Context: an optimization exercise on an open-source flow, tuned for small area, a short achievable clock period and few clock cycles per item. The choices shown serve that exercise and are no tape-out recipe.
In this exercise RTL edits were held to simulation tests only and were not proved equivalent to the original.

==> willow: inputs <==
// fc_layer_top
module fc_layer_top (
    input  logic                  clk,
    input  logic                  rst_n,
    input  logic                  start,
    output logic                  finish,
    input  logic [31:0]           scale,
    output logic                  weight_rd_en,
    output logic [16-1:0] weight_rd_addr0,
    output logic [16-1:0] weight_rd_addr1,
    input  logic [63:0]           weight_rdata,
    output logic                  act_rd_en,
    output logic [16-1:0] act_rd_addr0,
    output logic [16-1:0] act_rd_addr1,
    input  logic [63:0]           act_rdata,
    output logic [3:0]            act_wr_we,
    output logic [16-1:0] act_wr_addr,
    output logic [31:0]           act_wr_data
);
==> module fc_sequencer, before the edit <==
module fc_sequencer (
    input  logic                   clk,
    input  logic                   rst_n,
    input  logic                   start,
    output logic                   weight_rd_en,
    output logic [16-1:0]  weight_rd_addr0,
    output logic [16-1:0]  weight_rd_addr1,
    output logic                   act_rd_en,
    output logic [16-1:0]  act_rd_addr0,
    output logic [16-1:0]  act_rd_addr1,
    output logic                   tag_valid,
    output logic                   tag_first,
    output logic                   tag_last
);
    localparam logic [13:0] w_first = 14'(1020);
    localparam logic [13:0] w_last  = 14'(1020 + 120 * 400 / 4 - 2);
    localparam logic [9:0]  a_first = 10'(592);
    localparam logic [9:0]  a_last  = 10'(592 + 400 / 4 - 2);
    logic        issue;
    logic [13:0] waddr;    
    logic [9:0]  aaddr;    
    assign weight_rd_en    = issue;
    assign act_rd_en       = issue;
    assign weight_rd_addr0 = {2'b00, waddr[13:1], 1'b0};
    assign weight_rd_addr1 = {2'b00, waddr[13:1], 1'b1};
    assign act_rd_addr0    = {6'b000000, aaddr[9:1], 1'b0};
    assign act_rd_addr1    = {6'b000000, aaddr[9:1], 1'b1};
    always_ff @(posedge clk) begin
        if (!rst_n) begin
            issue <= 1'b0;
            waddr <= w_first;
            aaddr <= a_first;
        end else if (issue) begin
            if (waddr == w_last) begin
                issue <= 1'b0;
            end
            waddr <= waddr + 14'd2;
            aaddr <= (aaddr == a_last) ? a_first : aaddr + 10'd2;
        end else begin
            issue <= start;
            waddr <= w_first;
            aaddr <= a_first;
        end
    end
    always_ff @(posedge clk) begin
        if (!rst_n) begin
            tag_valid <= 1'b0;
        end else begin
            tag_valid <= issue;
        end
        tag_first <= aaddr == a_first;
        tag_last  <= aaddr == a_last;
    end
endmodule
==> module relu_quantizer, before the edit <==
module relu_quantizer (
    input  logic                   clk,
    input  logic                   rst_n,
    input  logic [31:0]            scale,
    input  logic [23:0]            acc_s,
    input  logic [23:0]            acc_c,
    input  logic                   sum_valid,
    output logic [3:0]             act_wr_we,
    output logic [16-1:0]  act_wr_addr,
    output logic [31:0]            act_wr_data,
    output logic                   finish
);
    localparam logic [9:0] o_first = 10'(692);
    localparam logic [9:0] o_last  = 10'(692 + 120 / 4 - 1);
    logic [23:0] sum_s;
    logic [23:0] sum_c;
    logic [23:0] v;        
    logic [22:0] r;        
    logic [22:0] hs;       
    logic [22:0] hc;       
    logic [22:0] x;
    logic [22:0] fs;
    logic [22:0] fc;
    logic        p;        
    logic        sbit;     
    logic [4:0]  k;        
    logic        busy;
    logic        fin;
    logic        sat;
    logic [6:0]  q;        
    logic [1:0]  lane;
    logic [9:0]  oaddr;
    assign sum_s = acc_s ^ 24'h00fffe;
    assign sum_c = acc_c ^ 24'h01fffc;
    always_comb begin
        logic [23:0] g;
        logic [23:0] t;
        g = sum_s & sum_c;
        t = sum_s ^ sum_c;
        for (int d = 1; d < 24; d = d * 2) begin
            for (int i = 2 * d - 1; i < 24; i = i + 2 * d) begin
                g[i] = g[i] | (t[i] & g[i - d]);
                t[i] = t[i] & t[i - d];
            end
        end
        for (int d = 8; d >= 1; d = d / 2) begin
            for (int i = 3 * d - 1; i < 24; i = i + 2 * d) begin
                g[i] = g[i] | (t[i] & g[i - d]);
                t[i] = t[i] & t[i - d];
            end
        end
        v = (sum_s ^ sum_c) ^ {g[22:0], 1'b0};
    end
    assign x  = sbit ? r : 23'd0;
    assign fs = hs ^ hc ^ x;
    assign fc = (hs & hc) | (x & (hs ^ hc));
    assign p  = fs[0];
    assign act_wr_addr = {6'b000000, oaddr};
    assign act_wr_data = {4{1'b0, q}};
    always_ff @(posedge clk) begin
        if (sum_valid) begin
            r <= v[23] ? 23'd0 : v[22:0];
            hs <= '0;
            hc <= '0;
            sat <= 1'b0;
        end else begin
            hs <= {1'b0, fs[22:1]};
            hc <= fc;
            if (busy && (k[4:3] == 2'b11 || k == 5'd0)) begin
                sat <= sat | p;
            end
        end
        sbit <= scale[sum_valid ? 5'd0 : k];
        k <= sum_valid ? 5'd1 : k + 5'd1;
        if (busy && k >= 5'd17 && k <= 5'd23) begin
            q <= {p, q[6:1]};
        end else if (fin && (sat || hs != '0 || hc != '0)) begin
            q <= 7'd127;
        end
    end
    always_ff @(posedge clk) begin
        if (!rst_n) begin
            busy <= 1'b0;
            fin <= 1'b0;
            act_wr_we <= 4'b0000;
            lane <= 2'd0;
            oaddr <= o_first;
            finish <= 1'b0;
        end else begin
            if (sum_valid) begin
                busy <= 1'b1;
            end else if (k == 5'd0) begin
                busy <= 1'b0;
            end
            fin <= busy && k == 5'd0;
            act_wr_we <= fin ? 4'b0001 << lane : 4'b0000;
            finish <= act_wr_we != 4'b0000 && lane == 2'd3 && oaddr == o_last;
            if (act_wr_we != 4'b0000) begin
                lane <= lane + 2'd1;
                if (lane == 2'd3) begin
                    oaddr <= (oaddr == o_last) ? o_first : oaddr + 10'd1;
                end
            end
        end
    end
endmodule
export LEC_CHECK = 0
export CAP_MARGIN = 20
export CORE_MARGIN = 2
export CORE_UTILIZATION = 40
export CTS_CLUSTER_DIAMETER = 100
export CTS_CLUSTER_SIZE = 30
export SLEW_MARGIN = 20
export SYNTH_HIERARCHICAL = 1
create_clock -name core_clock -period 14.5 [get_ports {clk}]
standard.sh (not shown) runs the stock make flow with config.mk's settings and CLKGATE_MAP_FILE= SYNTH_SCRIPT=/design/flow/synth_recipe.tcl, a recipe that flattens the netlist after the stock synthesis.
==> flow/flow/run.sh <==
#!/bin/bash
# The standard layout, except that the port buffers are the platform's
# smallest plain buffer instead of a delay buffer.
set -euo pipefail
export BUFFER_PORTS_ARGS="-buffer_cell sky130_fd_sc_hd__buf_1"
bash standard.sh > standard.log 2>&1
==> inputs of onyx, as changes to willow <==
--- a/flow/design.v
+++ b/flow/design.v
@@ -18,5 +18,7 @@
     localparam logic [9:0]  a_last  = 10'(592 + 400 / 4 - 2);
+    localparam logic [7:0] a_first8 = a_first[7:0];
+    localparam logic [7:0] a_last8  = a_last[7:0];
     logic        issue;
     logic [13:0] waddr;    
-    logic [9:0]  aaddr;    
+    logic [7:0]  aaddr;    
     assign weight_rd_en    = issue;
@@ -25,4 +27,4 @@
     assign weight_rd_addr1 = {2'b00, waddr[13:1], 1'b1};
-    assign act_rd_addr0    = {6'b000000, aaddr[9:1], 1'b0};
-    assign act_rd_addr1    = {6'b000000, aaddr[9:1], 1'b1};
+    assign act_rd_addr0    = {6'b000000, 2'b10, aaddr[7:1], 1'b0};
+    assign act_rd_addr1    = {6'b000000, 2'b10, aaddr[7:1], 1'b1};
     always_ff @(posedge clk) begin
@@ -31,5 +33,5 @@
             waddr <= w_first;
-            aaddr <= a_first;
+            aaddr <= a_first8;
         end else if (issue) begin
-            if (waddr == w_last) begin
+            if ((waddr & w_last) == w_last) begin
                 issue <= 1'b0;
@@ -37,3 +39,3 @@
             waddr <= waddr + 14'd2;
-            aaddr <= (aaddr == a_last) ? a_first : aaddr + 10'd2;
+            aaddr <= ((aaddr & a_last8) == a_last8) ? a_first8 : aaddr + 8'd2;
         end else begin
@@ -41,3 +43,3 @@
             waddr <= w_first;
-            aaddr <= a_first;
+            aaddr <= a_first8;
         end
@@ -50,4 +52,4 @@
         end
-        tag_first <= aaddr == a_first;
-        tag_last  <= aaddr == a_last;
+        tag_first <= (aaddr & ~a_first8) == 8'd0;
+        tag_last  <= (aaddr & a_last8) == a_last8;
     end
@@ -2984,4 +2986,4 @@
 );
-    localparam logic [9:0] o_first = 10'(692);
-    localparam logic [9:0] o_last  = 10'(692 + 120 / 4 - 1);
+    localparam logic [7:0] o_first = 8'(692);
+    localparam logic [7:0] o_last  = 8'(692 + 120 / 4 - 1);
     logic [23:0] sum_s;
@@ -3003,3 +3005,3 @@
     logic [1:0]  lane;
-    logic [9:0]  oaddr;
+    logic [7:0]  oaddr;
     assign sum_s = acc_s ^ 24'h00fffe;
@@ -3029,3 +3031,3 @@
     assign p  = fs[0];
-    assign act_wr_addr = {6'b000000, oaddr};
+    assign act_wr_addr = {6'b000000, 2'b10, oaddr};
     assign act_wr_data = {4{1'b0, q}};
@@ -3072,3 +3074,3 @@
                 if (lane == 2'd3) begin
-                    oaddr <= (oaddr == o_last) ? o_first : oaddr + 10'd1;
+                    oaddr <= (oaddr == o_last) ? o_first : oaddr + 8'd1;
                 end
--- a/flow/config.mk
+++ b/flow/config.mk
@@ -9,3 +9,3 @@
 export CORE_MARGIN = 2
-export CORE_UTILIZATION = 40
+export CORE_UTILIZATION = 75
 export CTS_CLUSTER_DIAMETER = 100
==> flow_summary.json <==
{
  "top_layer_used": "met5",
  "seq_area_frac_synth": 0.322,
  "multi_input_cells": 1559,
  "synth-simple-area-share": 0.140,
  "die_h_um": 261,
  "place.gp.congestion": 0.956,
  "inverters_excl_clock": 133,
  "vias": 16300,
  "status": "complete, no violations",
  "wl_met2_um": 35900,
  "clk_pin_slew_ns": 0.09
}
-- figures above: willow

==> flow_summary.json <==
{
  "multi_input_cells": 1550,
  "clock_cell_area_share": 0.0202,
  "p_leak_nw": 10.4,
  "die_h_um": 191,
  "inverters_excl_clock": 132,
  "cp.depth": 1,
  "top_layer_used": "met4",
  "status": "complete, no violations",
  "place.gp.congestion": 1.01,
  "clk_pin_slew_ns": 0.11
}
-- figures above: onyx

Testbench counts of willow, summed over its fixed seeds: cycles 144,960, layers 24.
Testbench counts of onyx, summed over its fixed seeds: cycles 144,960, layers 24.

what the ideal ports hide:
How much do the figures lean on ideal ports? The routed layouts below were timed once more, with nothing changed but the port constraints. Step 1 sets driving cells, clkbuf_16 on the clock port and buf_2 on the other inputs (assumed; they add their load-dependent delay and slew). Step 2 times the ports against the registers' clock, not the clock port: input delays grow and output delays shrink by t, the midpoint of the rising clock arrivals with the driver on. Slacks: ideal ports / drivers / drivers and shift; pairs: ideal ports / drivers.
run	t, ns	setup WS [ns]	latest minus earliest clock arrival (ns)	worst register clock-pin slew, ns
willow	0.638	10.267 / 10.203 / 10.387	0.036 / 0.036	0.11 / 0.11
onyx	0.594	10.312 / 10.257 / 10.313	0.031 / 0.030	0.11 / 0.11
After both steps setup and hold are still met in every run listed.
